Source: an optimization exercise on an open RTL-to-GDS flow (aim: small area and a short achievable clock period). Production flows keep margins and buffers that such runs may drop.
The RTL was checked by simulation tests, not by an equivalence proof against the original design.
No activity file was given, so power comes from the tool's default toggle rates.

==> design.v <==
package corePkg;
	localparam int wordWidth = 32;
	localparam int regIndexWidth = 4;
	localparam int regCount = 16;
	typedef logic [wordWidth-1:0] wordT;
	typedef logic [regIndexWidth-1:0] regIndexT;
	localparam logic [8:0] opAdd = 9'h1B6;
	localparam logic [8:0] opRsub = 9'h1B8;
	localparam logic [8:0] opAnd = 9'h106;
	localparam logic [8:0] opSll = 9'h08C;
	localparam logic [8:0] opSrl = 9'h08D;
	localparam logic [8:0] opJ = 9'h1FF;
	localparam logic [8:0] opJal = 9'h1FE;
	localparam logic [8:0] opJalr = 9'h1DD;
	localparam logic [8:0] opJr = 9'h1ED;
endpackage
`timescale 1ns/1ps
module instructionDecoder (
	input logic [8:0] opcode,
	output logic isAdd,
	output logic isRsub,
	output logic isAnd,
	output logic isSll,
	output logic isSrl,
	output logic isJ,
	output logic isJal,
	output logic isJalr,
	output logic isJr
);
	assign isAdd = (opcode == corePkg::opAdd);
	assign isRsub = (opcode == corePkg::opRsub);
	assign isAnd = (opcode == corePkg::opAnd);
	assign isSll = (opcode == corePkg::opSll);
	assign isSrl = (opcode == corePkg::opSrl);
	assign isJ = (opcode == corePkg::opJ);
	assign isJal = (opcode == corePkg::opJal);
	assign isJalr = (opcode == corePkg::opJalr);
	assign isJr = (opcode == corePkg::opJr);
endmodule
`timescale 1ns/1ps
module registerFile (
	input logic clk,
	input logic reset,
	input corePkg::regIndexT srcA,
	input corePkg::regIndexT srcB,
	input corePkg::regIndexT writeReg,
	input logic regWriteEnable,
	input corePkg::wordT writeData,
	input logic useImmediate,
	input corePkg::wordT immediate,
	output corePkg::wordT operandA,
	output corePkg::wordT second
);
	corePkg::wordT regs [corePkg::regCount];
	logic [corePkg::regCount-1:0] valid;
	logic [corePkg::regCount-1:0] writeSel;
	logic [corePkg::regCount-1:0] selA;
	logic [corePkg::regCount-1:0] selB;
	always_comb begin
		for (int i = 0; i < corePkg::regCount; i++)
			writeSel[i] = regWriteEnable && (writeReg == corePkg::regIndexT'(i));
	end
	readSelect decodeA (
		.index(srcA),
		.enable(1'b1),
		.valid(valid),
		.sel(selA)
	);
	readSelect decodeB (
		.index(srcB),
		.enable(!useImmediate),
		.valid(valid),
		.sel(selB)
	);
	always_ff @(posedge clk) begin
		for (int i = 0; i < corePkg::regCount; i++) begin
			if (writeSel[i])
				regs[i] <= writeData;
		end
	end
	always_ff @(posedge clk) begin
		if (reset)
			valid <= '0;
		else
			valid <= valid | writeSel;
	end
	always_comb begin
		operandA = '0;
		second = immediate & {corePkg::wordWidth{useImmediate}};
		for (int i = 0; i < corePkg::regCount; i++) begin
			operandA = operandA | (regs[i] & {corePkg::wordWidth{selA[i]}});
			second = second | (regs[i] & {corePkg::wordWidth{selB[i]}});
		end
	end
endmodule
module readSelect (
	input corePkg::regIndexT index,
	input logic enable,
	input logic [corePkg::regCount-1:0] valid,
	output logic [corePkg::regCount-1:0] sel
);
	always_comb begin
		for (int i = 0; i < corePkg::regCount; i++)
			sel[i] = enable && valid[i] && (index == corePkg::regIndexT'(i));
	end
endmodule
`timescale 1ns/1ps
module executeUnit (
	input corePkg::wordT operandA,
	input corePkg::wordT second,
	input logic isAdd,
	input logic isRsub,
	input logic isAnd,
	input logic isSll,
	input logic isSrl,
	input logic isLink,
	input corePkg::wordT pcPlusOne,
	output corePkg::wordT writeData
);
	corePkg::wordT sumN;
	corePkg::wordT earlyN;
	corePkg::wordT level1;
	corePkg::wordT level2;
	corePkg::wordT leftN;
	corePkg::wordT rightN;
	logic [3:0] sel1Left;
	logic [3:0] sel1Right;
	logic [3:0] sel2;
	logic shiftTooWide;
	logic selSllLo, selSllHi, selSrlLo, selSrlHi;
	prefixAdder adder (
		.a(second),
		.b(operandA),
		.invB(isRsub),
		.enable(isAdd | isRsub),
		.sumN(sumN)
	);
	assign shiftTooWide = |second[31:5];
	always_comb begin
		for (int k = 0; k < 4; k++) begin
			sel1Left[k] = !isSrl && (second[1:0] == 2'(k));
			sel1Right[k] = isSrl && (second[1:0] == 2'(k));
			sel2[k] = (second[3:2] == 2'(k));
		end
	end
	assign selSllLo = isSll & ~shiftTooWide & ~second[4];
	assign selSllHi = isSll & ~shiftTooWide & second[4];
	assign selSrlLo = isSrl & ~shiftTooWide & ~second[4];
	assign selSrlHi = isSrl & ~shiftTooWide & second[4];
	shiftLevel1 shift1 (
		.a(operandA),
		.selLeft(sel1Left),
		.selRight(sel1Right),
		.y(level1)
	);
	shiftLevel2 shift2 (
		.a(level1),
		.sel(sel2),
		.y(level2)
	);
	always_comb begin
		for (int i = 0; i < corePkg::wordWidth; i++) begin
			earlyN[i] = ~((isAnd & operandA[i] & second[i]) | (isLink & pcPlusOne[i]));
			leftN[i] = ~((selSllLo & level2[i]) | (selSllHi & (i >= 16 ? level2[(i + 16) % 32] : 1'b0)));
			rightN[i] = ~((selSrlLo & level2[31 - i]) | (selSrlHi & (i <= 15 ? level2[(47 - i) % 32] : 1'b0)));
		end
	end
	for (genvar i = 0; i < corePkg::wordWidth; i++) begin : result
		nand4Cell pick (
			.a(sumN[i]),
			.b(earlyN[i]),
			.c(leftN[i]),
			.d(rightN[i]),
			.y(writeData[i])
		);
	end
endmodule
module shiftLevel1 (
	input corePkg::wordT a,
	input logic [3:0] selLeft,
	input logic [3:0] selRight,
	output corePkg::wordT y
);
	always_comb begin
		for (int i = 0; i < 32; i++) begin
			y[i] = 1'b0;
			for (int k = 0; k < 4; k++) begin
				if (i - k >= 0)
					y[i] = y[i] | (selLeft[k] & a[i - k]);
				if (31 - i + k <= 31)
					y[i] = y[i] | (selRight[k] & a[31 - i + k]);
			end
		end
	end
endmodule
module shiftLevel2 (
	input corePkg::wordT a,
	input logic [3:0] sel,
	output corePkg::wordT y
);
	always_comb begin
		for (int i = 0; i < 32; i++) begin
			y[i] = 1'b0;
			for (int k = 0; k < 4; k++)
				if (i - 4 * k >= 0)
					y[i] = y[i] | (sel[k] & a[i - 4 * k]);
		end
	end
endmodule
module nand4Cell (
	input logic a,
	input logic b,
	input logic c,
	input logic d,
	output logic y
);
	assign y = ~(a & b & c & d);
endmodule
module prefixAdder (
	input logic [31:0] a,
	input logic [31:0] b,
	input logic invB,
	input logic enable,
	output logic [31:0] sumN
);
	logic [31:0] prop;
	logic [31:0] gen0;
	logic [31:0] pickZero;
	logic [31:0] pickOne;
	logic g0c;
	logic G1_31;
	logic P1_31;
	logic G1_30;
	logic P1_30;
	logic G1_29;
	logic P1_29;
	logic G1_28;
	logic P1_28;
	logic G1_27;
	logic P1_27;
	logic G1_26;
	logic P1_26;
	logic G1_25;
	logic P1_25;
	logic G1_24;
	logic P1_24;
	logic G1_23;
	logic P1_23;
	logic G1_22;
	logic P1_22;
	logic G1_21;
	logic P1_21;
	logic G1_20;
	logic P1_20;
	logic G1_19;
	logic P1_19;
	logic G1_18;
	logic P1_18;
	logic G1_17;
	logic P1_17;
	logic G1_16;
	logic P1_16;
	logic G1_15;
	logic P1_15;
	logic G1_14;
	logic P1_14;
	logic G1_13;
	logic P1_13;
	logic G1_12;
	logic P1_12;
	logic G1_11;
	logic P1_11;
	logic G1_10;
	logic P1_10;
	logic G1_9;
	logic P1_9;
	logic G1_8;
	logic P1_8;
	logic G1_7;
	logic P1_7;
	logic G1_6;
	logic P1_6;
	logic G1_5;
	logic P1_5;
	logic G1_4;
	logic P1_4;
	logic G1_3;
	logic P1_3;
	logic G1_2;
	logic P1_2;
	logic G1_1;
	logic G2_31;
	logic P2_31;
	logic G2_30;
	logic P2_30;
	logic G2_29;
	logic P2_29;
	logic G2_28;
	logic P2_28;
	logic G2_27;
	logic P2_27;
	logic G2_26;
	logic P2_26;
	logic G2_25;
	logic P2_25;
	logic G2_24;
	logic P2_24;
	logic G2_23;
	logic P2_23;
	logic G2_22;
	logic P2_22;
	logic G2_21;
	logic P2_21;
	logic G2_20;
	logic P2_20;
	logic G2_19;
	logic P2_19;
	logic G2_18;
	logic P2_18;
	logic G2_17;
	logic P2_17;
	logic G2_16;
	logic P2_16;
	logic G2_15;
	logic P2_15;
	logic G2_14;
	logic P2_14;
	logic G2_13;
	logic P2_13;
	logic G2_12;
	logic P2_12;
	logic G2_11;
	logic P2_11;
	logic G2_10;
	logic P2_10;
	logic G2_9;
	logic P2_9;
	logic G2_8;
	logic P2_8;
	logic G2_7;
	logic P2_7;
	logic G2_6;
	logic P2_6;
	logic G2_5;
	logic P2_5;
	logic G2_4;
	logic P2_4;
	logic G2_3;
	logic g0n;
	logic G2_2;
	logic G3_31;
	logic P3_31;
	logic G3_30;
	logic P3_30;
	logic G3_29;
	logic P3_29;
	logic G3_28;
	logic P3_28;
	logic G3_27;
	logic P3_27;
	logic G3_26;
	logic P3_26;
	logic G3_25;
	logic P3_25;
	logic G3_24;
	logic P3_24;
	logic G3_23;
	logic P3_23;
	logic G3_22;
	logic P3_22;
	logic G3_21;
	logic P3_21;
	logic G3_20;
	logic P3_20;
	logic G3_19;
	logic P3_19;
	logic G3_18;
	logic P3_18;
	logic G3_17;
	logic P3_17;
	logic G3_16;
	logic P3_16;
	logic G3_15;
	logic P3_15;
	logic G3_14;
	logic P3_14;
	logic G3_13;
	logic P3_13;
	logic G3_12;
	logic P3_12;
	logic G3_11;
	logic P3_11;
	logic G3_10;
	logic P3_10;
	logic G3_9;
	logic P3_9;
	logic G3_8;
	logic P3_8;
	logic G3_7;
	logic G3_6;
	logic g1t;
	logic G3_5;
	logic G3_4;
	logic G4_31;
	logic P4_31;
	logic G4_30;
	logic P4_30;
	logic G4_29;
	logic P4_29;
	logic G4_28;
	logic P4_28;
	logic G4_27;
	logic P4_27;
	logic G4_26;
	logic P4_26;
	logic G4_25;
	logic P4_25;
	logic G4_24;
	logic P4_24;
	logic G4_23;
	logic P4_23;
	logic G4_22;
	logic P4_22;
	logic G4_21;
	logic P4_21;
	logic G4_20;
	logic P4_20;
	logic G4_19;
	logic P4_19;
	logic G4_18;
	logic P4_18;
	logic G4_17;
	logic P4_17;
	logic G4_16;
	logic P4_16;
	logic G4_15;
	logic G4_14;
	logic G4_13;
	logic G4_12;
	logic g3n;
	logic G4_11;
	logic g2n;
	logic G4_10;
	logic G4_9;
	logic G4_8;
	logic G5_31;
	logic G5_30;
	logic G5_29;
	logic G5_28;
	logic G5_27;
	logic G5_26;
	logic G5_25;
	logic G5_24;
	logic g7t;
	logic G5_23;
	logic g6t;
	logic G5_22;
	logic g5t;
	logic G5_21;
	logic g4t;
	logic G5_20;
	logic G5_19;
	logic G5_18;
	logic G5_17;
	logic G5_16;
	for (genvar k = 0; k < 32; k++) begin : bits
		pgGen pg (.a(a[k]), .b(b[k]), .invB(invB), .g(gen0[k]), .p(prop[k]));
		sumPre pre (.p(prop[k]), .enable(enable), .pickZero(pickZero[k]), .pickOne(pickOne[k]));
	end
	assign g0c = gen0[0] | (prop[0] & invB);
	blackCellT bc0_31 (.gHi(gen0[31]), .pHi(prop[31]), .gLo(gen0[30]), .pLo(prop[30]), .g(G1_31), .p(P1_31));
	blackCellT bc0_30 (.gHi(gen0[30]), .pHi(prop[30]), .gLo(gen0[29]), .pLo(prop[29]), .g(G1_30), .p(P1_30));
	blackCellT bc0_29 (.gHi(gen0[29]), .pHi(prop[29]), .gLo(gen0[28]), .pLo(prop[28]), .g(G1_29), .p(P1_29));
	blackCellT bc0_28 (.gHi(gen0[28]), .pHi(prop[28]), .gLo(gen0[27]), .pLo(prop[27]), .g(G1_28), .p(P1_28));
	blackCellT bc0_27 (.gHi(gen0[27]), .pHi(prop[27]), .gLo(gen0[26]), .pLo(prop[26]), .g(G1_27), .p(P1_27));
	blackCellT bc0_26 (.gHi(gen0[26]), .pHi(prop[26]), .gLo(gen0[25]), .pLo(prop[25]), .g(G1_26), .p(P1_26));
	blackCellT bc0_25 (.gHi(gen0[25]), .pHi(prop[25]), .gLo(gen0[24]), .pLo(prop[24]), .g(G1_25), .p(P1_25));
	blackCellT bc0_24 (.gHi(gen0[24]), .pHi(prop[24]), .gLo(gen0[23]), .pLo(prop[23]), .g(G1_24), .p(P1_24));
	blackCellT bc0_23 (.gHi(gen0[23]), .pHi(prop[23]), .gLo(gen0[22]), .pLo(prop[22]), .g(G1_23), .p(P1_23));
	blackCellT bc0_22 (.gHi(gen0[22]), .pHi(prop[22]), .gLo(gen0[21]), .pLo(prop[21]), .g(G1_22), .p(P1_22));
	blackCellT bc0_21 (.gHi(gen0[21]), .pHi(prop[21]), .gLo(gen0[20]), .pLo(prop[20]), .g(G1_21), .p(P1_21));
	blackCellT bc0_20 (.gHi(gen0[20]), .pHi(prop[20]), .gLo(gen0[19]), .pLo(prop[19]), .g(G1_20), .p(P1_20));
	blackCellT bc0_19 (.gHi(gen0[19]), .pHi(prop[19]), .gLo(gen0[18]), .pLo(prop[18]), .g(G1_19), .p(P1_19));
	blackCellT bc0_18 (.gHi(gen0[18]), .pHi(prop[18]), .gLo(gen0[17]), .pLo(prop[17]), .g(G1_18), .p(P1_18));
	blackCellT bc0_17 (.gHi(gen0[17]), .pHi(prop[17]), .gLo(gen0[16]), .pLo(prop[16]), .g(G1_17), .p(P1_17));
	blackCellT bc0_16 (.gHi(gen0[16]), .pHi(prop[16]), .gLo(gen0[15]), .pLo(prop[15]), .g(G1_16), .p(P1_16));
	blackCellT bc0_15 (.gHi(gen0[15]), .pHi(prop[15]), .gLo(gen0[14]), .pLo(prop[14]), .g(G1_15), .p(P1_15));
	blackCellT bc0_14 (.gHi(gen0[14]), .pHi(prop[14]), .gLo(gen0[13]), .pLo(prop[13]), .g(G1_14), .p(P1_14));
	blackCellT bc0_13 (.gHi(gen0[13]), .pHi(prop[13]), .gLo(gen0[12]), .pLo(prop[12]), .g(G1_13), .p(P1_13));
	blackCellT bc0_12 (.gHi(gen0[12]), .pHi(prop[12]), .gLo(gen0[11]), .pLo(prop[11]), .g(G1_12), .p(P1_12));
	blackCellT bc0_11 (.gHi(gen0[11]), .pHi(prop[11]), .gLo(gen0[10]), .pLo(prop[10]), .g(G1_11), .p(P1_11));
	blackCellT bc0_10 (.gHi(gen0[10]), .pHi(prop[10]), .gLo(gen0[9]), .pLo(prop[9]), .g(G1_10), .p(P1_10));
	blackCellT bc0_9 (.gHi(gen0[9]), .pHi(prop[9]), .gLo(gen0[8]), .pLo(prop[8]), .g(G1_9), .p(P1_9));
	blackCellT bc0_8 (.gHi(gen0[8]), .pHi(prop[8]), .gLo(gen0[7]), .pLo(prop[7]), .g(G1_8), .p(P1_8));
	blackCellT bc0_7 (.gHi(gen0[7]), .pHi(prop[7]), .gLo(gen0[6]), .pLo(prop[6]), .g(G1_7), .p(P1_7));
	blackCellT bc0_6 (.gHi(gen0[6]), .pHi(prop[6]), .gLo(gen0[5]), .pLo(prop[5]), .g(G1_6), .p(P1_6));
	blackCellT bc0_5 (.gHi(gen0[5]), .pHi(prop[5]), .gLo(gen0[4]), .pLo(prop[4]), .g(G1_5), .p(P1_5));
	blackCellT bc0_4 (.gHi(gen0[4]), .pHi(prop[4]), .gLo(gen0[3]), .pLo(prop[3]), .g(G1_4), .p(P1_4));
	blackCellT bc0_3 (.gHi(gen0[3]), .pHi(prop[3]), .gLo(gen0[2]), .pLo(prop[2]), .g(G1_3), .p(P1_3));
	blackCellT bc0_2 (.gHi(gen0[2]), .pHi(prop[2]), .gLo(gen0[1]), .pLo(prop[1]), .g(G1_2), .p(P1_2));
	grayCellT gc0_1 (.gHi(gen0[1]), .pHi(prop[1]), .gLo(g0c), .g(G1_1));
	blackCellF bc1_31 (.gHi(G1_31), .pHi(P1_31), .gLo(G1_29), .pLo(P1_29), .g(G2_31), .p(P2_31));
	blackCellF bc1_30 (.gHi(G1_30), .pHi(P1_30), .gLo(G1_28), .pLo(P1_28), .g(G2_30), .p(P2_30));
	blackCellF bc1_29 (.gHi(G1_29), .pHi(P1_29), .gLo(G1_27), .pLo(P1_27), .g(G2_29), .p(P2_29));
	blackCellF bc1_28 (.gHi(G1_28), .pHi(P1_28), .gLo(G1_26), .pLo(P1_26), .g(G2_28), .p(P2_28));
	blackCellF bc1_27 (.gHi(G1_27), .pHi(P1_27), .gLo(G1_25), .pLo(P1_25), .g(G2_27), .p(P2_27));
	blackCellF bc1_26 (.gHi(G1_26), .pHi(P1_26), .gLo(G1_24), .pLo(P1_24), .g(G2_26), .p(P2_26));
	blackCellF bc1_25 (.gHi(G1_25), .pHi(P1_25), .gLo(G1_23), .pLo(P1_23), .g(G2_25), .p(P2_25));
	blackCellF bc1_24 (.gHi(G1_24), .pHi(P1_24), .gLo(G1_22), .pLo(P1_22), .g(G2_24), .p(P2_24));
	blackCellF bc1_23 (.gHi(G1_23), .pHi(P1_23), .gLo(G1_21), .pLo(P1_21), .g(G2_23), .p(P2_23));
	blackCellF bc1_22 (.gHi(G1_22), .pHi(P1_22), .gLo(G1_20), .pLo(P1_20), .g(G2_22), .p(P2_22));
	blackCellF bc1_21 (.gHi(G1_21), .pHi(P1_21), .gLo(G1_19), .pLo(P1_19), .g(G2_21), .p(P2_21));
	blackCellF bc1_20 (.gHi(G1_20), .pHi(P1_20), .gLo(G1_18), .pLo(P1_18), .g(G2_20), .p(P2_20));
	blackCellF bc1_19 (.gHi(G1_19), .pHi(P1_19), .gLo(G1_17), .pLo(P1_17), .g(G2_19), .p(P2_19));
	blackCellF bc1_18 (.gHi(G1_18), .pHi(P1_18), .gLo(G1_16), .pLo(P1_16), .g(G2_18), .p(P2_18));
	blackCellF bc1_17 (.gHi(G1_17), .pHi(P1_17), .gLo(G1_15), .pLo(P1_15), .g(G2_17), .p(P2_17));
	blackCellF bc1_16 (.gHi(G1_16), .pHi(P1_16), .gLo(G1_14), .pLo(P1_14), .g(G2_16), .p(P2_16));
	blackCellF bc1_15 (.gHi(G1_15), .pHi(P1_15), .gLo(G1_13), .pLo(P1_13), .g(G2_15), .p(P2_15));
	blackCellF bc1_14 (.gHi(G1_14), .pHi(P1_14), .gLo(G1_12), .pLo(P1_12), .g(G2_14), .p(P2_14));
	blackCellF bc1_13 (.gHi(G1_13), .pHi(P1_13), .gLo(G1_11), .pLo(P1_11), .g(G2_13), .p(P2_13));
	blackCellF bc1_12 (.gHi(G1_12), .pHi(P1_12), .gLo(G1_10), .pLo(P1_10), .g(G2_12), .p(P2_12));
	blackCellF bc1_11 (.gHi(G1_11), .pHi(P1_11), .gLo(G1_9), .pLo(P1_9), .g(G2_11), .p(P2_11));
	blackCellF bc1_10 (.gHi(G1_10), .pHi(P1_10), .gLo(G1_8), .pLo(P1_8), .g(G2_10), .p(P2_10));
	blackCellF bc1_9 (.gHi(G1_9), .pHi(P1_9), .gLo(G1_7), .pLo(P1_7), .g(G2_9), .p(P2_9));
	blackCellF bc1_8 (.gHi(G1_8), .pHi(P1_8), .gLo(G1_6), .pLo(P1_6), .g(G2_8), .p(P2_8));
	blackCellF bc1_7 (.gHi(G1_7), .pHi(P1_7), .gLo(G1_5), .pLo(P1_5), .g(G2_7), .p(P2_7));
	blackCellF bc1_6 (.gHi(G1_6), .pHi(P1_6), .gLo(G1_4), .pLo(P1_4), .g(G2_6), .p(P2_6));
	blackCellF bc1_5 (.gHi(G1_5), .pHi(P1_5), .gLo(G1_3), .pLo(P1_3), .g(G2_5), .p(P2_5));
	blackCellF bc1_4 (.gHi(G1_4), .pHi(P1_4), .gLo(G1_2), .pLo(P1_2), .g(G2_4), .p(P2_4));
	grayCellF gc1_3 (.gHi(G1_3), .pHi(P1_3), .gLo(G1_1), .g(G2_3));
	assign g0n = ~g0c;
	grayCellF gc1_2 (.gHi(G1_2), .pHi(P1_2), .gLo(g0n), .g(G2_2));
	blackCellT bc2_31 (.gHi(G2_31), .pHi(P2_31), .gLo(G2_27), .pLo(P2_27), .g(G3_31), .p(P3_31));
	blackCellT bc2_30 (.gHi(G2_30), .pHi(P2_30), .gLo(G2_26), .pLo(P2_26), .g(G3_30), .p(P3_30));
	blackCellT bc2_29 (.gHi(G2_29), .pHi(P2_29), .gLo(G2_25), .pLo(P2_25), .g(G3_29), .p(P3_29));
	blackCellT bc2_28 (.gHi(G2_28), .pHi(P2_28), .gLo(G2_24), .pLo(P2_24), .g(G3_28), .p(P3_28));
	blackCellT bc2_27 (.gHi(G2_27), .pHi(P2_27), .gLo(G2_23), .pLo(P2_23), .g(G3_27), .p(P3_27));
	blackCellT bc2_26 (.gHi(G2_26), .pHi(P2_26), .gLo(G2_22), .pLo(P2_22), .g(G3_26), .p(P3_26));
	blackCellT bc2_25 (.gHi(G2_25), .pHi(P2_25), .gLo(G2_21), .pLo(P2_21), .g(G3_25), .p(P3_25));
	blackCellT bc2_24 (.gHi(G2_24), .pHi(P2_24), .gLo(G2_20), .pLo(P2_20), .g(G3_24), .p(P3_24));
	blackCellT bc2_23 (.gHi(G2_23), .pHi(P2_23), .gLo(G2_19), .pLo(P2_19), .g(G3_23), .p(P3_23));
	blackCellT bc2_22 (.gHi(G2_22), .pHi(P2_22), .gLo(G2_18), .pLo(P2_18), .g(G3_22), .p(P3_22));
	blackCellT bc2_21 (.gHi(G2_21), .pHi(P2_21), .gLo(G2_17), .pLo(P2_17), .g(G3_21), .p(P3_21));
	blackCellT bc2_20 (.gHi(G2_20), .pHi(P2_20), .gLo(G2_16), .pLo(P2_16), .g(G3_20), .p(P3_20));
	blackCellT bc2_19 (.gHi(G2_19), .pHi(P2_19), .gLo(G2_15), .pLo(P2_15), .g(G3_19), .p(P3_19));
	blackCellT bc2_18 (.gHi(G2_18), .pHi(P2_18), .gLo(G2_14), .pLo(P2_14), .g(G3_18), .p(P3_18));
	blackCellT bc2_17 (.gHi(G2_17), .pHi(P2_17), .gLo(G2_13), .pLo(P2_13), .g(G3_17), .p(P3_17));
	blackCellT bc2_16 (.gHi(G2_16), .pHi(P2_16), .gLo(G2_12), .pLo(P2_12), .g(G3_16), .p(P3_16));
	blackCellT bc2_15 (.gHi(G2_15), .pHi(P2_15), .gLo(G2_11), .pLo(P2_11), .g(G3_15), .p(P3_15));
	blackCellT bc2_14 (.gHi(G2_14), .pHi(P2_14), .gLo(G2_10), .pLo(P2_10), .g(G3_14), .p(P3_14));
	blackCellT bc2_13 (.gHi(G2_13), .pHi(P2_13), .gLo(G2_9), .pLo(P2_9), .g(G3_13), .p(P3_13));
	blackCellT bc2_12 (.gHi(G2_12), .pHi(P2_12), .gLo(G2_8), .pLo(P2_8), .g(G3_12), .p(P3_12));
	blackCellT bc2_11 (.gHi(G2_11), .pHi(P2_11), .gLo(G2_7), .pLo(P2_7), .g(G3_11), .p(P3_11));
	blackCellT bc2_10 (.gHi(G2_10), .pHi(P2_10), .gLo(G2_6), .pLo(P2_6), .g(G3_10), .p(P3_10));
	blackCellT bc2_9 (.gHi(G2_9), .pHi(P2_9), .gLo(G2_5), .pLo(P2_5), .g(G3_9), .p(P3_9));
	blackCellT bc2_8 (.gHi(G2_8), .pHi(P2_8), .gLo(G2_4), .pLo(P2_4), .g(G3_8), .p(P3_8));
	grayCellT gc2_7 (.gHi(G2_7), .pHi(P2_7), .gLo(G2_3), .g(G3_7));
	grayCellT gc2_6 (.gHi(G2_6), .pHi(P2_6), .gLo(G2_2), .g(G3_6));
	assign g1t = ~G1_1;
	grayCellT gc2_5 (.gHi(G2_5), .pHi(P2_5), .gLo(g1t), .g(G3_5));
	grayCellT gc2_4 (.gHi(G2_4), .pHi(P2_4), .gLo(g0c), .g(G3_4));
	blackCellF bc3_31 (.gHi(G3_31), .pHi(P3_31), .gLo(G3_23), .pLo(P3_23), .g(G4_31), .p(P4_31));
	blackCellF bc3_30 (.gHi(G3_30), .pHi(P3_30), .gLo(G3_22), .pLo(P3_22), .g(G4_30), .p(P4_30));
	blackCellF bc3_29 (.gHi(G3_29), .pHi(P3_29), .gLo(G3_21), .pLo(P3_21), .g(G4_29), .p(P4_29));
	blackCellF bc3_28 (.gHi(G3_28), .pHi(P3_28), .gLo(G3_20), .pLo(P3_20), .g(G4_28), .p(P4_28));
	blackCellF bc3_27 (.gHi(G3_27), .pHi(P3_27), .gLo(G3_19), .pLo(P3_19), .g(G4_27), .p(P4_27));
	blackCellF bc3_26 (.gHi(G3_26), .pHi(P3_26), .gLo(G3_18), .pLo(P3_18), .g(G4_26), .p(P4_26));
	blackCellF bc3_25 (.gHi(G3_25), .pHi(P3_25), .gLo(G3_17), .pLo(P3_17), .g(G4_25), .p(P4_25));
	blackCellF bc3_24 (.gHi(G3_24), .pHi(P3_24), .gLo(G3_16), .pLo(P3_16), .g(G4_24), .p(P4_24));
	blackCellF bc3_23 (.gHi(G3_23), .pHi(P3_23), .gLo(G3_15), .pLo(P3_15), .g(G4_23), .p(P4_23));
	blackCellF bc3_22 (.gHi(G3_22), .pHi(P3_22), .gLo(G3_14), .pLo(P3_14), .g(G4_22), .p(P4_22));
	blackCellF bc3_21 (.gHi(G3_21), .pHi(P3_21), .gLo(G3_13), .pLo(P3_13), .g(G4_21), .p(P4_21));
	blackCellF bc3_20 (.gHi(G3_20), .pHi(P3_20), .gLo(G3_12), .pLo(P3_12), .g(G4_20), .p(P4_20));
	blackCellF bc3_19 (.gHi(G3_19), .pHi(P3_19), .gLo(G3_11), .pLo(P3_11), .g(G4_19), .p(P4_19));
	blackCellF bc3_18 (.gHi(G3_18), .pHi(P3_18), .gLo(G3_10), .pLo(P3_10), .g(G4_18), .p(P4_18));
	blackCellF bc3_17 (.gHi(G3_17), .pHi(P3_17), .gLo(G3_9), .pLo(P3_9), .g(G4_17), .p(P4_17));
	blackCellF bc3_16 (.gHi(G3_16), .pHi(P3_16), .gLo(G3_8), .pLo(P3_8), .g(G4_16), .p(P4_16));
	grayCellF gc3_15 (.gHi(G3_15), .pHi(P3_15), .gLo(G3_7), .g(G4_15));
	grayCellF gc3_14 (.gHi(G3_14), .pHi(P3_14), .gLo(G3_6), .g(G4_14));
	grayCellF gc3_13 (.gHi(G3_13), .pHi(P3_13), .gLo(G3_5), .g(G4_13));
	grayCellF gc3_12 (.gHi(G3_12), .pHi(P3_12), .gLo(G3_4), .g(G4_12));
	assign g3n = ~G2_3;
	grayCellF gc3_11 (.gHi(G3_11), .pHi(P3_11), .gLo(g3n), .g(G4_11));
	assign g2n = ~G2_2;
	grayCellF gc3_10 (.gHi(G3_10), .pHi(P3_10), .gLo(g2n), .g(G4_10));
	grayCellF gc3_9 (.gHi(G3_9), .pHi(P3_9), .gLo(G1_1), .g(G4_9));
	grayCellF gc3_8 (.gHi(G3_8), .pHi(P3_8), .gLo(g0n), .g(G4_8));
	grayCellT gc4_31 (.gHi(G4_31), .pHi(P4_31), .gLo(G4_15), .g(G5_31));
	grayCellT gc4_30 (.gHi(G4_30), .pHi(P4_30), .gLo(G4_14), .g(G5_30));
	grayCellT gc4_29 (.gHi(G4_29), .pHi(P4_29), .gLo(G4_13), .g(G5_29));
	grayCellT gc4_28 (.gHi(G4_28), .pHi(P4_28), .gLo(G4_12), .g(G5_28));
	grayCellT gc4_27 (.gHi(G4_27), .pHi(P4_27), .gLo(G4_11), .g(G5_27));
	grayCellT gc4_26 (.gHi(G4_26), .pHi(P4_26), .gLo(G4_10), .g(G5_26));
	grayCellT gc4_25 (.gHi(G4_25), .pHi(P4_25), .gLo(G4_9), .g(G5_25));
	grayCellT gc4_24 (.gHi(G4_24), .pHi(P4_24), .gLo(G4_8), .g(G5_24));
	assign g7t = ~G3_7;
	grayCellT gc4_23 (.gHi(G4_23), .pHi(P4_23), .gLo(g7t), .g(G5_23));
	assign g6t = ~G3_6;
	grayCellT gc4_22 (.gHi(G4_22), .pHi(P4_22), .gLo(g6t), .g(G5_22));
	assign g5t = ~G3_5;
	grayCellT gc4_21 (.gHi(G4_21), .pHi(P4_21), .gLo(g5t), .g(G5_21));
	assign g4t = ~G3_4;
	grayCellT gc4_20 (.gHi(G4_20), .pHi(P4_20), .gLo(g4t), .g(G5_20));
	grayCellT gc4_19 (.gHi(G4_19), .pHi(P4_19), .gLo(G2_3), .g(G5_19));
	grayCellT gc4_18 (.gHi(G4_18), .pHi(P4_18), .gLo(G2_2), .g(G5_18));
	grayCellT gc4_17 (.gHi(G4_17), .pHi(P4_17), .gLo(g1t), .g(G5_17));
	grayCellT gc4_16 (.gHi(G4_16), .pHi(P4_16), .gLo(g0c), .g(G5_16));
	sumMux sm0 (.carry(invB), .pickZero(pickZero[0]), .pickOne(pickOne[0]), .y(sumN[0]));
	sumMux sm1 (.carry(g0c), .pickZero(pickZero[1]), .pickOne(pickOne[1]), .y(sumN[1]));
	sumMux sm2 (.carry(g1t), .pickZero(pickZero[2]), .pickOne(pickOne[2]), .y(sumN[2]));
	sumMux sm3 (.carry(G2_2), .pickZero(pickZero[3]), .pickOne(pickOne[3]), .y(sumN[3]));
	sumMux sm4 (.carry(G2_3), .pickZero(pickZero[4]), .pickOne(pickOne[4]), .y(sumN[4]));
	sumMux sm5 (.carry(g4t), .pickZero(pickZero[5]), .pickOne(pickOne[5]), .y(sumN[5]));
	sumMux sm6 (.carry(g5t), .pickZero(pickZero[6]), .pickOne(pickOne[6]), .y(sumN[6]));
	sumMux sm7 (.carry(g6t), .pickZero(pickZero[7]), .pickOne(pickOne[7]), .y(sumN[7]));
	sumMux sm8 (.carry(g7t), .pickZero(pickZero[8]), .pickOne(pickOne[8]), .y(sumN[8]));
	sumMux sm9 (.carry(G4_8), .pickZero(pickZero[9]), .pickOne(pickOne[9]), .y(sumN[9]));
	sumMux sm10 (.carry(G4_9), .pickZero(pickZero[10]), .pickOne(pickOne[10]), .y(sumN[10]));
	sumMux sm11 (.carry(G4_10), .pickZero(pickZero[11]), .pickOne(pickOne[11]), .y(sumN[11]));
	sumMux sm12 (.carry(G4_11), .pickZero(pickZero[12]), .pickOne(pickOne[12]), .y(sumN[12]));
	sumMux sm13 (.carry(G4_12), .pickZero(pickZero[13]), .pickOne(pickOne[13]), .y(sumN[13]));
	sumMux sm14 (.carry(G4_13), .pickZero(pickZero[14]), .pickOne(pickOne[14]), .y(sumN[14]));
	sumMux sm15 (.carry(G4_14), .pickZero(pickZero[15]), .pickOne(pickOne[15]), .y(sumN[15]));
	sumMux sm16 (.carry(G4_15), .pickZero(pickZero[16]), .pickOne(pickOne[16]), .y(sumN[16]));
	sumMux sm17 (.carry(G5_16), .pickZero(pickOne[17]), .pickOne(pickZero[17]), .y(sumN[17]));
	sumMux sm18 (.carry(G5_17), .pickZero(pickOne[18]), .pickOne(pickZero[18]), .y(sumN[18]));
	sumMux sm19 (.carry(G5_18), .pickZero(pickOne[19]), .pickOne(pickZero[19]), .y(sumN[19]));
	sumMux sm20 (.carry(G5_19), .pickZero(pickOne[20]), .pickOne(pickZero[20]), .y(sumN[20]));
	sumMux sm21 (.carry(G5_20), .pickZero(pickOne[21]), .pickOne(pickZero[21]), .y(sumN[21]));
	sumMux sm22 (.carry(G5_21), .pickZero(pickOne[22]), .pickOne(pickZero[22]), .y(sumN[22]));
	sumMux sm23 (.carry(G5_22), .pickZero(pickOne[23]), .pickOne(pickZero[23]), .y(sumN[23]));
	sumMux sm24 (.carry(G5_23), .pickZero(pickOne[24]), .pickOne(pickZero[24]), .y(sumN[24]));
	sumMux sm25 (.carry(G5_24), .pickZero(pickOne[25]), .pickOne(pickZero[25]), .y(sumN[25]));
	sumMux sm26 (.carry(G5_25), .pickZero(pickOne[26]), .pickOne(pickZero[26]), .y(sumN[26]));
	sumMux sm27 (.carry(G5_26), .pickZero(pickOne[27]), .pickOne(pickZero[27]), .y(sumN[27]));
	sumMux sm28 (.carry(G5_27), .pickZero(pickOne[28]), .pickOne(pickZero[28]), .y(sumN[28]));
	sumMux sm29 (.carry(G5_28), .pickZero(pickOne[29]), .pickOne(pickZero[29]), .y(sumN[29]));
	sumMux sm30 (.carry(G5_29), .pickZero(pickOne[30]), .pickOne(pickZero[30]), .y(sumN[30]));
	sumMux sm31 (.carry(G5_30), .pickZero(pickOne[31]), .pickOne(pickZero[31]), .y(sumN[31]));
endmodule
module pgGen (
	input logic a,
	input logic b,
	input logic invB,
	output logic g,
	output logic p
);
	logic bx;
	assign bx = b ^ invB;
	assign g = a & bx;
	assign p = a ^ bx;
endmodule
module sumPre (
	input logic p,
	input logic enable,
	output logic pickZero,
	output logic pickOne
);
	assign pickZero = enable & p;
	assign pickOne = enable & ~p;
endmodule
module sumMux (
	input logic carry,
	input logic pickZero,
	input logic pickOne,
	output logic y
);
	assign y = ~(carry ? pickOne : pickZero);
endmodule
module blackCellT (
	input logic gHi,
	input logic pHi,
	input logic gLo,
	input logic pLo,
	output logic g,
	output logic p
);
	assign g = ~(gHi | (pHi & gLo));
	assign p = ~(pHi & pLo);
endmodule
module blackCellF (
	input logic gHi,
	input logic pHi,
	input logic gLo,
	input logic pLo,
	output logic g,
	output logic p
);
	assign g = ~(gHi & (pHi | gLo));
	assign p = ~(pHi | pLo);
endmodule
module grayCellT (
	input logic gHi,
	input logic pHi,
	input logic gLo,
	output logic g
);
	assign g = ~(gHi | (pHi & gLo));
endmodule
module grayCellF (
	input logic gHi,
	input logic pHi,
	input logic gLo,
	output logic g
);
	assign g = ~(gHi & (pHi | gLo));
endmodule
`timescale 1ns/1ps
module programCounter #(
	parameter logic [31:0] resetAddress = '0
) (
	input logic clk,
	input logic reset,
	input logic jump,
	input logic jumpReg,
	input logic [22:0] jumpField,
	input corePkg::wordT operandA,
	output corePkg::wordT pc,
	output corePkg::wordT pcPlusOne
);
	corePkg::wordT nextPc;
	assign pcPlusOne = pc + corePkg::wordT'(1);
	always_comb begin
		if (jumpReg)
			nextPc = operandA;
		else if (jump)
			nextPc = {pcPlusOne[31:23], jumpField};
		else
			nextPc = pcPlusOne;
	end
	always_ff @(posedge clk) begin
		if (reset)
			pc <= resetAddress;
		else
			pc <= nextPc;
	end
endmodule
`timescale 1ns/1ps
module coreTop #(
	parameter logic [31:0] resetAddress = '0
) (
	input logic clk,
	input logic reset,
	input corePkg::wordT instr,
	output corePkg::wordT pc,
	output logic regWriteEnable,
	output corePkg::regIndexT writeReg,
	output corePkg::wordT writeData
);
	logic isAdd, isRsub, isAnd, isSll, isSrl, isJ, isJal, isJalr, isJr;
	corePkg::wordT operandA;
	corePkg::wordT second;
	corePkg::wordT immediate;
	logic useImmediate;
	corePkg::wordT pcPlusOne;
	instructionDecoder decoder (
		.opcode(instr[31:23]),
		.isAdd(isAdd),
		.isRsub(isRsub),
		.isAnd(isAnd),
		.isSll(isSll),
		.isSrl(isSrl),
		.isJ(isJ),
		.isJal(isJal),
		.isJalr(isJalr),
		.isJr(isJr)
	);
	assign regWriteEnable = isAdd | isRsub | isAnd | isSll | isSrl | isJal | isJalr;
	assign writeReg = isJal ? 4'd0 : instr[22:19];
	assign useImmediate = (instr[18:16] == 3'b000);
	assign immediate = {{20{instr[15] & (isAdd | isRsub)}}, instr[15:4]};
	registerFile regFile (
		.clk(clk),
		.reset(reset),
		.srcA(instr[3:0]),
		.srcB(instr[7:4]),
		.writeReg(writeReg),
		.regWriteEnable(regWriteEnable),
		.writeData(writeData),
		.useImmediate(useImmediate),
		.immediate(immediate),
		.operandA(operandA),
		.second(second)
	);
	executeUnit execute (
		.operandA(operandA),
		.second(second),
		.isAdd(isAdd),
		.isRsub(isRsub),
		.isAnd(isAnd),
		.isSll(isSll),
		.isSrl(isSrl),
		.isLink(isJal | isJalr),
		.pcPlusOne(pcPlusOne),
		.writeData(writeData)
	);
	programCounter #(
		.resetAddress(resetAddress)
	) pcUnit (
		.clk(clk),
		.reset(reset),
		.jump(isJ | isJal),
		.jumpReg(isJalr | isJr),
		.jumpField(instr[22:0]),
		.operandA(operandA),
		.pc(pc),
		.pcPlusOne(pcPlusOne)
	);
endmodule
==> run.sh <==
#!/bin/bash
# synth_recipe.tcl (not shown) runs the flow's synth.tcl, then flattens the netlist and writes it again
# the make line also repeats each setting of config.mk as NAME=value (left out here)
make -C /OpenROAD-flow-scripts/flow DESIGN_CONFIG=/design/flow/config.mk WORK_HOME=/design/flow/orfs CLKGATE_MAP_FILE= SYNTH_SCRIPT=/design/flow/synth_recipe.tcl finish
==> config.mk <==
export PLATFORM = sky130hd
export DESIGN_NAME = coreTop
export DESIGN_NICKNAME = coreTop
export VERILOG_FILES = /design/flow/design.v
export SDC_FILE = /design/flow/constraint.sdc
export NUM_CORES = 4
export LEC_CHECK = 0
export CAP_MARGIN = 20
export CORE_MARGIN = 2
export CORE_UTILIZATION = 45
export SETUP_SLACK_MARGIN = 3
export SLEW_MARGIN = 20
export SYNTH_HIERARCHICAL = 1
==> constraint.sdc <==
create_clock -name core_clock -period 12.0 [get_ports {clk}]
set_input_delay 2.4000 -clock core_clock [delete_from_list [all_inputs] [get_ports {clk}]]
set_output_delay 2.4000 -clock core_clock [all_outputs]
set_load 0.01 [all_outputs]
==> results of run 1 <==
registers in the layout (all words and copies together), names as in the netlist:
| register | flops |
|---|---|
| regFile.regs | 512 |
| pcUnit.pc | 32 |
| regFile.valid | 16 |
modules after synthesis, one instance, submodules excluded, excerpt:
module | copies in the design | cell area (um^2) | cells inside
readSelect | 2 | 172.7 | 25
pgGen | 32 | 21.27 | 2
shiftLevel1 | 1 | 1434 | 199
sumMux | 32 | 10.01 | 1
instructionDecoder | 1 | 130.1 | 21
executeUnit | 1 | 1348 | 209
shiftLevel2 | 1 | 569.3 | 86
coreTop | 1 | 70.07 | 11
prefixAdder | 1 | 38.79 | 9
blackCellF | 42 | 12.51 | 2
grayCellT | 20 | 8.758 | 1
grayCellF | 10 | 5.005 | 1
sumPre | 32 | 16.27 | 2
registerFile | 1 | 21640 | 1327
worst paths after layout:
path / from / endpoint / slack, ns
setup / recovery: instr[16] / writeData[24] / 2.78
hold / removal: regFile.valid[12]$_SDFF_PP0_ / regFile.valid[12]$_SDFF_PP0_ / 0.52
setup reg to reg: regFile.valid[14]$_SDFF_PP0_ / regFile.regs[4][26]$_DFFE_PP_ / 7.28
hold reg to reg: regFile.valid[12]$_SDFF_PP0_ / regFile.valid[12]$_SDFF_PP0_ / 0.52
power by group:
| part | internal (W) | total [W] | leakage, nW | switching, W |
|---|---|---|---|---|
| Clock | 0.00107 | 0.00188 | 0.957 | 0.000810 |
| Sequential | 0.00210 | 0.00210 | 5.93 | 0.00000310 |
| Combinational | 0.0000483 | 0.000132 | 7.84 | 0.0000835 |
stage by stage:
stage	instance area (um^2)	hold WS (ns)	utilization, %	total power, W	instances
after floorplan	30700	0.4461	-	0.002184	2566
after global placement	33230	0.4765	49.40	0.002233	3498
after detailed placement	33230	0.4781	49.40	0.002234	3498
after CTS	38620	0.5163	57.41	0.004097	3804
after global routing	39440	0.5642	58.62	0.004185	3847
final	39460	0.5221	58.65	0.004110	3855
cell families (layout without fill, tap and decap cells):
logic type      count (synthesis)  in the layout  share of synthesized area [%]
mux                            50             50                          1.697
simple gates                  730            747                          13.40
buf+inv                       227            616                          3.549
compound gates                901            903                          25.03
other cells                     1             13                        0.01223
flops                         560            560                          53.26
fa+ha+maj                      33             33                          1.346
xor+xnor                       60             60                          1.713
placed cells by master, fill, tap and decap left out, drive strengths merged, types with 16 or more instances in the layout:
cell type        n
clkbuf          85
and3            82
and2b           34
nor3            25
mux2i           34
nand2          165
edfxtp         512
xnor2           19
inv             29
xor2            41
nand4          134
mux2            16
and2            40
a221oi         192
clkinv          20
nand3           53
a22o           165
nor2           113
a222oi          36
a22oi          289
or4             34
ha              33
a32oi           32
clkdlybuf4s50   53
dfxtp           48
a21oi           88
o21ai           67
buf            410
final cells by class:
type	count	area (um^2)	area share [%]
inverters	23	93.84	0.2378
multi-input cells	1798	15390	39.01
repair buffers	487	4569	11.58
clock buffers	72	1577	3.995
well taps	873	1092	2.768
clock inverters	34	377.9	0.9576
diodes	8	20.02	0.05073
flip-flops and latches	560	16340	41.40
worst reg2reg max path, delay by kind of cell, from the launching register on:
kind	cells	cell delay, ns
xor+xnor	1	0.27
fa+ha+maj	1	0.26
flops	1	0.63
buf+inv	5	0.98
compound gates	7	0.96
simple gates	3	1.00
mux	1	0.36
metal layers:
layer	vias to the layer above	share of wire (%)
li1	11470	-
met1	14760	35
met2	3220	40
met3	878	16
met4	8	8.8
met5	-	0.061
what timing repair did:
action	4_1_cts	5_1_grt
cloned	23	3
setup buffers	177	40
resized for setup	498	136
setup endpoints to repair	32	32
pin swaps	159	86
==> run summary, run 1 <==
- Number of failing hold endpoints at the final stage: 0
- List of most frequent post-synthesis cells: edfxtp_1, a22oi_1, a221oi_1
- Crit-path max FO: 6
- Growth of design area from synthesis to finish: 28.65%
- Critical path startpoint category: input port
- Category of the worst setup path capture point: output port
- Arrival time of data at the critical path endpoint: 6.82 ns
- Pre-CTS setup slack: 0.9616 ns
- Synthesized flop and latch total: 560
- Area of the core: 67280 um^2
- Final WS setup: 2.780 ns
- Global routing met1 resource utilization: 58.48%
- Worst slew pin tran: 1.096 ns
- Count of maximum capacitance violations: 0
- Number of port buffers: 102
- Worst clock skew on the final layout: 0.02495 ns
- Area share of the largest cell type after synthesis: 50.12%
- Critical path required time: 9.60 ns
- Area enclosed by the die boundary: 70270 um^2
- Number of unique standard cell types used by synthesis: 78
- Final ANT Viol Nets: 0
- Met2 track demand over resource: 63.03%
- Global-route wire length before repair: 222900 um
- Worst slew margin relative to its limit: 26.96%
- Clock tree from TritonCTS: yes
- Gpl congestion: 1.036
- Ratio of cells with drive above 1 in the final layout: 35.68%
- Residual overflow from global routing: 0
- Setup Crit Path Kind: in2out
- Outcome: complete, no violations
- Die H: 265.1 um
- Dominant cell type by area after synthesis: edfxtp_1
- Die X: 265.1 um
- Share of the cycle needed by the critical path after routing: 76.84%
- CP Cell Sequence: buf_6, nor3_4, buf_12, inv_8, and3b_2, and3_4, buf_4, a22o_1, a221oi_1, and3_1, nand3_4, ha_4, a21oi_4, o21ai_2, buf_4, a21oi_4, inv_2, a21oi_4, mux2i_4, nand4_1, buf_6, buf_6
- Count of cell instances traversed by the critical path: 22
- Netlist area before placement: 30670 um^2
- First-pass iteration count of the detailed router: 10
- CP max stage cell: nor3_4
- Latest clock arrival within the worst-skew pair: 0.66 ns
- Clock slew at the register clock pins of the worst setup and hold paths: 0.06 ns
- Max IR drop VDD: 106.1 uV
- Maximum level of the CTS H-tree: 2
- Worst path buffer plus inverter count: 8
- Post-Syn Area per Cell: 11.97 um^2
- LEAKAGE: 14.73 nW
- Cell with the most instances after synthesis: edfxtp_1
- Number of sinks driven by the clock tree: 560
- Gate family responsible for the most delay along the worst path: simple AND/OR/NAND/NOR gates
- Worst hold-check path type: reg2reg
- Count of cells along the worst register-to-register path: 18
- Final min period: 9.220 ns
- IO Pins: 103
- Post-synth ARST share: 0%
- Met3 global-route usage: 17.88%
- Number of hold buffers added after CTS: 0
- Pwr per Cell Area: 104.1 nW/um^2
- Number of fill cells: 5431
- DRC violation count after routing: 0
- DR WL/cell: 42.84 um
- Number of enable flip-flop cells after synthesis: 512
- Final HPWL DP: 98000 um
- Count of synthesis-stage warnings from yosys: 13
- Part of the Yosys area used for sequential elements: 53.26%
- Cells on Worst Hold Path: 2
- Via total after detailed routing: 30330
- Count of mapped cells out of synthesis: 2562
- Delay of the slowest cell on the worst path: 0.36 ns
- Max Clock Freq: 0.1085 GHz
- Synth area leaders: edfxtp_1, a22oi_1, a221oi_1
- Standard-cell row count: 95
- Initial standard-cell utilization of the core: 45.59%
- Setup TNS after final layout: 0 ns
- Most used flip-flop cell after synthesis: edfxtp_1
- Via count of the first global-routing pass: 28560
- Root buffer cell: clkbuf_16
- Unrepaired setup endpoints after global routing: true
- Buffer depth of the longest clock path: 3
- Number of design-rule violations left by the first detailed-router iteration: 5803
- Layer with the highest usage: met2
- Count of final max-slew check failures: 0
- # nets final: 2996
- Tot GR Track Use: 45.38%
- DRT Wirelength: 165200 um
- Total clock buffers created by CTS: 59
- Antenna violations before repair: 5
- Vias per cell: 7.867
- Final setup violation count: 0
- Largest net degree at the start of global routing: 65
==> inputs of run 2 (changes only) <==
--- a/design.v
+++ b/design.v
@@ -49,2 +49,3 @@
 	input logic useImmediate,
+	input logic useRegister,
 	input corePkg::wordT immediate,
@@ -64,3 +65,2 @@
 		.index(srcA),
-		.enable(1'b1),
 		.valid(valid),
@@ -70,3 +70,2 @@
 		.index(srcB),
-		.enable(!useImmediate),
 		.valid(valid),
@@ -86,10 +85,13 @@
 	end
+	corePkg::wordT readB;
 	always_comb begin
 		operandA = '0;
-		second = immediate & {corePkg::wordWidth{useImmediate}};
+		readB = '0;
 		for (int i = 0; i < corePkg::regCount; i++) begin
 			operandA = operandA | (regs[i] & {corePkg::wordWidth{selA[i]}});
-			second = second | (regs[i] & {corePkg::wordWidth{selB[i]}});
+			readB = readB | (regs[i] & {corePkg::wordWidth{selB[i]}});
 		end
 	end
+	assign second = (readB & {corePkg::wordWidth{useRegister}})
+		| (immediate & {corePkg::wordWidth{useImmediate}});
 endmodule
@@ -97,3 +99,2 @@
 	input corePkg::regIndexT index,
-	input logic enable,
 	input logic [corePkg::regCount-1:0] valid,
@@ -103,3 +104,3 @@
 		for (int i = 0; i < corePkg::regCount; i++)
-			sel[i] = enable && valid[i] && (index == corePkg::regIndexT'(i));
+			sel[i] = valid[i] && (index == corePkg::regIndexT'(i));
 	end
@@ -754,2 +755,3 @@
 	logic useImmediate;
+	logic useRegister;
 	corePkg::wordT pcPlusOne;
@@ -770,2 +772,3 @@
 	assign useImmediate = (instr[18:16] == 3'b000);
+	assign useRegister = |instr[18:16];
 	assign immediate = {{20{instr[15] & (isAdd | isRsub)}}, instr[15:4]};
@@ -780,2 +783,3 @@
 		.useImmediate(useImmediate),
+		.useRegister(useRegister),
 		.immediate(immediate),
==> flow/run.sh (new file) <==
#!/bin/bash
# The standard layout (the standard.sh, all ORFS steps), with the port buffers that
# buffer_ports inserts made plain buf_4 cells instead of the library's default pick.
set -euo pipefail
export BUFFER_PORTS_ARGS="-buffer_cell sky130_fd_sc_hd__buf_4"
bash standard.sh finish > standard_flow.log 2>&1
==> standard.sh (new file) <==
#!/bin/bash
# synth_recipe.tcl (not shown) runs the flow's synth.tcl, then flattens the netlist and writes it again
# the make line also repeats each setting of config.mk as NAME=value (left out here)
make -C /OpenROAD-flow-scripts/flow DESIGN_CONFIG=/design/flow/config.mk WORK_HOME=/design/flow/orfs CLKGATE_MAP_FILE= SYNTH_SCRIPT=/design/flow/synth_recipe.tcl "${@:-finish}"
--- a/config.mk
+++ b/config.mk
@@ -10,3 +10,5 @@
 export CORE_UTILIZATION = 45
-export SETUP_SLACK_MARGIN = 3
+export CTS_CLUSTER_DIAMETER = 100
+export CTS_CLUSTER_SIZE = 22
+export SETUP_SLACK_MARGIN = 2
 export SLEW_MARGIN = 20
removed: run.sh
==> run 2 against run 1 <==
  * Still clean on timing, DRC and antenna
  * Clock power fell by 34%
  * Utilization fell by 8.2 points
  * Global-route usage fell by 7.4 points
  * Register-to-register slack got worse by 0.71 ns
  * Sequential power barely moved
  * Critical endpoint is now writeData[16]
==> run summary, run 2 <==
- Arrival time of data at the critical path endpoint: 7.52 ns (+0.70 ns)
- Area of the core: 67280 um^2 (unchanged)
- Count of synthesis-stage warnings from yosys: 13 (unchanged)
- Reg with most FFs: regFile.regs
- Worst slew margin relative to its limit: 23.87% (-3.1 points)
- Unrepaired setup endpoints after global routing: false
- Root buffer cell: clkbuf_16
- LEAKAGE: 12.72 nW (-14%)
- Most used cells in the layout excluding fill and tap cells: edfxtp_1, a22o_1, buf_4
- Number of unique standard cell types used by synthesis: 75 (-3.8%)
- Buffer depth of the longest clock path: 3 (unchanged)
- Total clock buffers created by CTS: 34 (-42%)
- Via count of the first global-routing pass: 25910 (-9.3%)
- Die H: 265.0 um (about the same)
- Number of failing hold endpoints at the final stage: 0 (unchanged)
- Register area: 16340 um^2 (unchanged)
- Share of the cycle needed by the critical path after routing: 82.64% (+5.8 points)
- Leading cell type in the layout, fill and taps excluded: edfxtp_1
- Final WS setup: 2.084 ns (-0.6959 ns)
- Final setup violation count: 0 (unchanged)
- Area share of the largest cell type after synthesis: 50.17% (about the same)
- Cell with the most instances after synthesis: edfxtp_1
- Via total after detailed routing: 27000 (-11%)
- Area occupied by multi-input gates: 13380 um^2 (-13%)
- Antenna violations before repair: 2 (-3)
- Area enclosed by the die boundary: 70200 um^2 (about the same)
- Number of design-rule violations left by the first detailed-router iteration: 4738 (-18%)
- Count of maximum capacitance violations: 0 (unchanged)
- IO Pins: 103 (unchanged)
- Part of the Yosys area used for sequential elements: 53.31% (about the same)
- Worst hold-check path type: reg2reg
- Growth of design area from synthesis to finish: 10.84%
- Critical path required time: 9.60 ns (about the same)
- Category of the worst setup path capture point: output port
- Most used flip-flop cell after synthesis: edfxtp_1
- Setup Crit Path Kind: in2out
- Global-route wire length before repair: 191000 um (-14%)
- DR WL/cell: 38.78 um (-9.5%)
- # nets final: 2697 (-10%)
- Maximum level of the CTS H-tree: 2 (unchanged)
- Final ANT Viol Nets: 0 (unchanged)
- Max Clock Freq: 0.1008 GHz (-7.0%)
- Standard-cell row count: 95 (unchanged)
- Setup TNS after final layout: 0 ns (unchanged)
- Latest clock arrival within the worst-skew pair: 0.61 ns (-0.05 ns)
- Synth area leaders: edfxtp_1, a22o_1, a221oi_1
- Count of final max-slew check failures: 0 (unchanged)
- Largest net degree at the start of global routing: 65 (unchanged)
- Flip-flop count of the largest register, all copies and words added: 512 (unchanged)
- Clock tree from TritonCTS: yes
- List of most frequent post-synthesis cells: edfxtp_1, a22o_1, a221oi_1
- Die X: 265.0 um (about the same)
- Count of mapped cells out of synthesis: 2529 (-1.3%)
- Post-synth ARST share: 0% (unchanged)
- Residual overflow from global routing: 0 (unchanged)
- Synthesized flop and latch total: 560 (unchanged)
- DRC violation count after routing: 0 (unchanged)
- Tot GR Track Use: 37.97% (-7.4 points)
- Antenna cell count: 0 (-8)
- Worst slew pin tran: 1.138 ns (+0.04209 ns)
- Final min period: 9.916 ns (+0.6959 ns)
- DRT Wirelength: 136500 um (-17%)
- Dominant cell type by area after synthesis: edfxtp_1
- Final Core Density: 50.49% (-8.2 points)
- First-pass iteration count of the detailed router: 9 (-1)
- Pre-CTS setup slack: 1.694 ns (+0.7322 ns)
- Max IR drop VDD: 131.5 uV (+24%)
- Pwr per Cell Area: 100.6 nW/um^2 (-3.4%)
- Final HPWL DP: 86760 um (-11%)
- Area post-placement: 32450 um^2 (-2.4%)
- Initial standard-cell utilization of the core: 45.55% (about the same)
- Ratio of cells with drive above 1 in the final layout: 23.20% (-12 points)
- Netlist area before placement: 30640 um^2 (about the same)
- Number of sinks driven by the clock tree: 560 (unchanged)
- Critical path startpoint category: input port
- Number of hold buffers added after CTS: 0 (unchanged)
- Post-Syn Area per Cell: 12.12 um^2 (+1.2%)
- Number of enable flip-flop cells after synthesis: 512 (unchanged)
- Clock slew at the register clock pins of the worst setup and hold paths: 0.09 ns (+0.03 ns)
- Worst clock skew on the final layout: 0.03333 ns (+0.008385 ns)
- Cell area after layout: 33970 um^2 (-14%)
- Number of port buffers: 102 (unchanged)
- Number of fill cells: 5901 (+8.7%)
- Biggest regs: regFile.regs (512), pcUnit.pc (32), regFile.valid (16)
- Gpl congestion: 1.013 (-2.2%)
- Crit-path max FO: 18 (+12)
- Outcome: complete, no violations
- Power consumption: 0.003417 W (-17%)
- Vias per cell: 7.671 (-2.5%)
-- run 2: stage by stage --
step	hold slack, ns	instances
after global routing	0.5516	3520
after CTS	0.5083	3493
after global placement	0.4787	3405
after detailed placement	0.4903	3405
after floorplan	0.4461	2529
final	0.5098	3520
-- run 2: routing by layer --
metal | vias to the layer above | part of all wire [%] | global-route usage [%]
met4 | 0 | 7.8 | 23.48
met1 | 13220 | 36 | 48.15
met2 | 2407 | 43 | 57.57
met5 | - | 0 | 0
met3 | 601 | 13 | 10.67
li1 | 10770 | - | -
-- run 2: logic make-up (layout without fill, tap and decap cells) --
family          after synthesis  in the layout  share of synthesized area, %
simple gates                664            664                         12.42
compound gates              933            933                         25.79
fa+ha+maj                    33             33                         1.347
mux                          50             50                         1.699
flops                       560            560                         53.31
xor+xnor                     60             60                         1.715
buf+inv                     229            347                         3.724
-- run 2: power by group --
| group | leakage, nW | internal, W | switching, W |
|---|---|---|---|
| logic | 6.09 | 0.0000238 | 0.0000592 |
| clock network | 0.490 | 0.000547 | 0.000690 |
| registers | 6.14 | 0.00209 | 0.00000284 |
| total | 12.7 | 0.00267 | 0.000752 |
-- run 2: layout make-up --
cell class | instances | share of cell area, %
clock buffer | 45 | 2.626
clock inverter | 8 | 0.3536
inverter | 23 | 0.2542
multi-input combinational | 1740 | 39.39
sequential | 560 | 48.09
tap | 873 | 3.216
timing repair buffer | 271 | 6.063
-- run 2: Yosys stat by module, one instance, submodules excluded, a selection --
module	cells inside	area [um^2]	copies in the design	flops+latches
shiftLevel2	86	569.3	1	0
instructionDecoder	21	130.1	1	0
pgGen	2	21.27	32	0
prefixAdder	9	38.79	1	0
registerFile	1295	21630	1	528
readSelect	24	160.2	2	0
sumPre	2	16.27	32	0
nand4Cell	1	6.256	32	0
executeUnit	209	1348	1	0
coreTop	12	75.07	1	0
sumMux	1	10.01	32	0
shiftLevel1	199	1434	1	0
grayCellT	1	8.758	20	0
blackCellF	2	12.51	42	0
-- run 2: worst max-delay path, stage by stage --
cell and delay, ns:
buf_4 0.14, and2_1 0.19, and3_2 0.45, buf_4 0.35, a22o_1 0.23, a221oi_1 0.23
nand4_1 0.53, xor2_1 0.32, ha_1 0.35, a21o_1 0.26, a21oi_2 0.12, o21ai_1 0.44
a21oi_2 0.17, o21ai_1 0.20, mux2i_1 0.21, nand4_1 0.53, buf_4 0.37
-- run 2: repair_timing --
item | CTS | global route
gates resized for setup | 1 | 2
setup endpoints to repair | 15 | 14
pin swaps | 16 | 14
setup buffers | 35 | 27
-- run 2: path summary, 6_finish.rpt --
| path | start | end | slack [ns] | depth (start not counted) |
|---|---|---|---|---|
| worst max register to register | regFile.valid[11]$_SDFF_PP0_ | regFile.regs[8][16]$_DFFE_PP_ | 6.57 | 15 |
| worst min register to register | regFile.valid[8]$_SDFF_PP0_ | regFile.valid[8]$_SDFF_PP0_ | 0.51 | 2 |
| worst min-delay path | regFile.valid[8]$_SDFF_PP0_ | regFile.valid[8]$_SDFF_PP0_ | 0.51 | 2 |
| worst max-delay path | instr[2] | writeData[16] | 2.08 | 17 |
==> inputs of run 3 (changes only) <==
==> flow/run.sh (replaced) <==
#!/bin/bash
# The standard layout (the standard.sh, all ORFS steps), with two ORFS settings:
# the port buffers that buffer_ports inserts are plain buf_4 cells, and after global
# routing ORFS's power recovery downsizes cells on paths with slack to spare.
set -euo pipefail
export BUFFER_PORTS_ARGS="-buffer_cell sky130_fd_sc_hd__buf_4"
export RECOVER_POWER=100
bash standard.sh finish > standard_flow.log 2>&1
==> run 3 against run 2 <==
  * Largest cell class unchanged
  * Critical path type unchanged
  * Largest power group unchanged
  * Fmax fell by 11%
  * First-iteration DRC count fell by 3.7%
  * Sequential power about the same
  * Clock skew fell by 0.0011 ns
  * Now fails the layout checks on capacitance limit, slew limit
  * Critical endpoint is now writeData[21]
==> run summary, run 3 <==
- Outcome: complete, but fails checks
- Layout checks that failed: capacitance limit, slew limit
- Post-synth ARST share: 0% (unchanged)
- Setup Crit Path Kind: in2out
- Worst clock skew on the final layout: 0.03225 ns (-0.001084 ns)
- Global-route wire length before repair: 191000 um (unchanged)
- Crit-path max FO: 20 (+2)
- Synthesized flop and latch total: 560 (unchanged)
- Die X: 265.0 um (unchanged)
- Maximum level of the CTS H-tree: 2 (unchanged)
- Part of the Yosys area used for sequential elements: 53.31% (unchanged)
- DRC violation count after routing: 0 (unchanged)
- Residual overflow from global routing: 0 (unchanged)
- Clock tree from TritonCTS: yes
- Setup TNS after final layout: 0 ns (unchanged)
- Final HPWL DP: 86760 um (unchanged)
- Area enclosed by the die boundary: 70200 um^2 (unchanged)
- Number of sinks driven by the clock tree: 560 (unchanged)
- Reg with most FFs: regFile.regs
- Most used cells in the layout excluding fill and tap cells: edfxtp_1, a22o_1, a221oi_1
- DRT Wirelength: 136600 um (about the same)
- Biggest regs: regFile.regs (512), pcUnit.pc (32), regFile.valid (16)
- Unrepaired setup endpoints after global routing: false
- Latest clock arrival within the worst-skew pair: 0.61 ns (about the same)
- Largest net degree at the start of global routing: 65 (unchanged)
- Count of mapped cells out of synthesis: 2529 (unchanged)
- Max Clock Freq: 0.09000 GHz (-11%)
- Area of the core: 67280 um^2 (unchanged)
- Ratio of cells with drive above 1 in the final layout: 17.15% (-6.0 points)
- Most used flip-flop cell after synthesis: edfxtp_1
- Dominant cell type by area after synthesis: edfxtp_1
- Critical path required time: 9.60 ns (about the same)
- Category of the worst setup path capture point: output port
- Tot GR Track Use: 37.97% (unchanged)
- Netlist area before placement: 30640 um^2 (unchanged)
- Buffer depth of the longest clock path: 3 (unchanged)
- Share of the cycle needed by the critical path after routing: 92.59% (+10 points)
- Final ANT Viol Nets: 0 (unchanged)
- Clock slew at the register clock pins of the worst setup and hold paths: 0.09 ns (about the same)
- Standard-cell row count: 95 (unchanged)
- Number of unique standard cell types used by synthesis: 75 (unchanged)
- Number of enable flip-flop cells after synthesis: 512 (unchanged)
- CP endpoint: writeData[21]
- Number of design-rule violations left by the first detailed-router iteration: 4562 (-3.7%)
- # nets final: 2697 (unchanged)
- First-pass iteration count of the detailed router: 8 (-1)
- Post-Syn Area per Cell: 12.12 um^2 (unchanged)
- Synth area leaders: edfxtp_1, a22o_1, a221oi_1
- Register area: 16340 um^2 (unchanged)
- Number of port buffers: 102 (unchanged)
- Arrival time of data at the critical path endpoint: 8.71 ns (+1.19 ns)
- Root buffer cell: clkbuf_16
- Final Core Density: 49.61% (-0.88 points)
- Critical path origin: instr[0]
- Pre-CTS setup slack: 1.694 ns (unchanged)
- Count of cells along the worst register-to-register path: 17 (+2)
- Slack of the worst reg-to-reg path: 5.15 ns (-1.42 ns)
- Number of fill cells: 6054 (+2.6%)
- Worst slew pin tran: 3.589 ns (+2.451 ns)
- Antenna violations before repair: 2 (unchanged)
- Worst hold-check path type: reg2reg
- Count of maximum capacitance violations: 18 (+18)
- List of most frequent post-synthesis cells: edfxtp_1, a22o_1, a221oi_1
- Area share of the largest cell type after synthesis: 50.17% (unchanged)
- Gpl congestion: 1.013 (unchanged)
- Via total after detailed routing: 27110 (+0.39%)
- Critical path startpoint category: input port
- Count of final max-slew check failures: 599 (+599)
- IO Pins: 103 (unchanged)
- Total clock buffers created by CTS: 34 (unchanged)
- Area post-placement: 32450 um^2 (unchanged)
- Worst slew margin relative to its limit: -139.3% (-160 points)
- Flip-flop count of the largest register, all copies and words added: 512 (unchanged)
- Via count of the first global-routing pass: 25910 (unchanged)
- Endpoint of the worst-slack reg-to-reg timing path: regFile.regs[11][22]$_DFFE_PP_
- Final min period: 11.11 ns (+1.195 ns)
- Count of synthesis-stage warnings from yosys: 13 (unchanged)
- Number of failing hold endpoints at the final stage: 0 (unchanged)
- Die H: 265.0 um (unchanged)
- Number of hold buffers added after CTS: 0 (unchanged)
- Cell area after layout: 33370 um^2 (-1.7%)
- Initial standard-cell utilization of the core: 45.55% (unchanged)
- Leading cell type in the layout, fill and taps excluded: edfxtp_1
- Area occupied by multi-input gates: 13290 um^2 (-0.65%)
- Growth of design area from synthesis to finish: 8.909%
- Cell with the most instances after synthesis: edfxtp_1
- Max IR drop VDD: 131.0 uV (-0.35%)
- Final setup violation count: 0 (unchanged)
- R2r startpoint: regFile.valid[5]$_SDFF_PP0_
- LEAKAGE: 12.13 nW (-4.7%)
- Final WS setup: 0.8892 ns (-1.195 ns)
- Power consumption: 0.003413 W (-0.13%)
- Vias per cell: 7.699 (+0.36%)
- DR WL/cell: 38.80 um (about the same)
- Pwr per Cell Area: 102.3 nW/um^2 (+1.6%)
[run 3: cell counts after synthesis]
No cell type changed its count.
[run 3: worst min path at each step]
stage | start | to | slack [ns] | depth (start not counted)
6_report | regFile.valid[8]$_SDFF_PP0_ | regFile.valid[8]$_SDFF_PP0_ | 0.52 | 2
2_1_floorplan | regFile.valid[0]$_SDFF_PP0_ | regFile.valid[0]$_SDFF_PP0_ | 0.45 | 2
5_1_grt | regFile.valid[5]$_SDFF_PP0_ | regFile.valid[5]$_SDFF_PP0_ | 0.55 | 2
4_1_cts | regFile.valid[5]$_SDFF_PP0_ | regFile.valid[5]$_SDFF_PP0_ | 0.51 | 2
3_5_place_dp | regFile.valid[5]$_SDFF_PP0_ | regFile.valid[5]$_SDFF_PP0_ | 0.49 | 2
3_3_place_gp | regFile.valid[5]$_SDFF_PP0_ | regFile.valid[5]$_SDFF_PP0_ | 0.48 | 2
[run 3: critical path: stages]
cell	delay, ns
buf_4	0.11
nor2b_1	0.26
and3_1	1.41
clkbuf_1	0.97
a22o_1	0.29
a221oi_1	0.05
nand4_1	0.17
clkbuf_1	0.66
xor2_1	0.15
ha_1	0.43
nand2_1	0.16
nor2_1	0.29
nand2_1	0.20
nor2_1	0.19
a21oi_2	0.10
mux2i_1	0.16
nand4_1	0.23
buf_4	0.28
clkbuf_1	0.18
[run 3: per-module statistics from Yosys, one instance, submodules excluded, a selection]
| module | times used | cell area [um^2] |
|---|---|---|
| registerFile | 1 | 21630 |
| executeUnit | 1 | 1348 |
| readSelect | 2 | 160.2 |
| instructionDecoder | 1 | 130.1 |
| pgGen | 32 | 21.27 |
| sumPre | 32 | 16.27 |
| sumMux | 32 | 10.01 |
| grayCellT | 20 | 8.758 |
| nand4Cell | 32 | 6.256 |
[run 3: stage by stage]
step | instances | hold WS (ns)
2_1_floorplan | 2529 | 0.4461
3_3_place_gp | 3405 | 0.4787
3_5_place_dp | 3405 | 0.4903
4_1_cts | 3493 | 0.5083
5_1_grt | 3520 | 0.5520
6_report | 3521 | 0.5154
[run 3: timing repair]
| item | in CTS | in global routing |
|---|---|---|
| pin swaps | 16 | 14 |
| endpoints found under the setup margin | 15 | 14 |
| resized for setup | 1 | 2 |
| buffers inserted | 35 | 27 |
| cloned | 0 | 0 |
| hold endpoints to repair | 0 | 0 |
[run 3: kinds of logic after synthesis]
group	synth area share, %
AOI/OAI and AO/OA	25.79
xor gates and xnor gates	1.715
adders and majority gates	1.347
buffers and inverters	3.724
DFF	53.31
muxes	1.699
and+or+nand+nor	12.42
[run 3: cell type report]
cell class | count | area share (%)
antenna | 1 | 0.007498
clock buffer | 45 | 2.673
clock inverter | 8 | 0.3599
inverter | 23 | 0.2587
multi-input combinational | 1740 | 39.83
sequential | 560 | 48.95
tap | 873 | 3.273
timing repair buffer | 271 | 4.652
[run 3: power breakdown]
group / internal (W) / switching (W)
Clock: 0.000547 / 0.000687
Sequential: 0.00210 / 0.00000279
Combinational: 0.0000219 / 0.0000589
Total: 0.00266 / 0.000749
[run 3: layer usage]
metal	GRT usage (%)	part of all wire (%)	vias to the layer above
li1	-	-	10770
met1	48.15	35	13240
met2	57.57	43	2470
met3	10.67	14	629
met4	23.48	8.1	0
met5	0	0	-

Check on run 3: ideal ports give 0.889 ns setup slack; a clkbuf_16 on the clock port and buf_2 on the inputs give 0.855 ns; moving port delays by the midpoint clock arrival (0.661 ns) as well gives 0.855 ns.
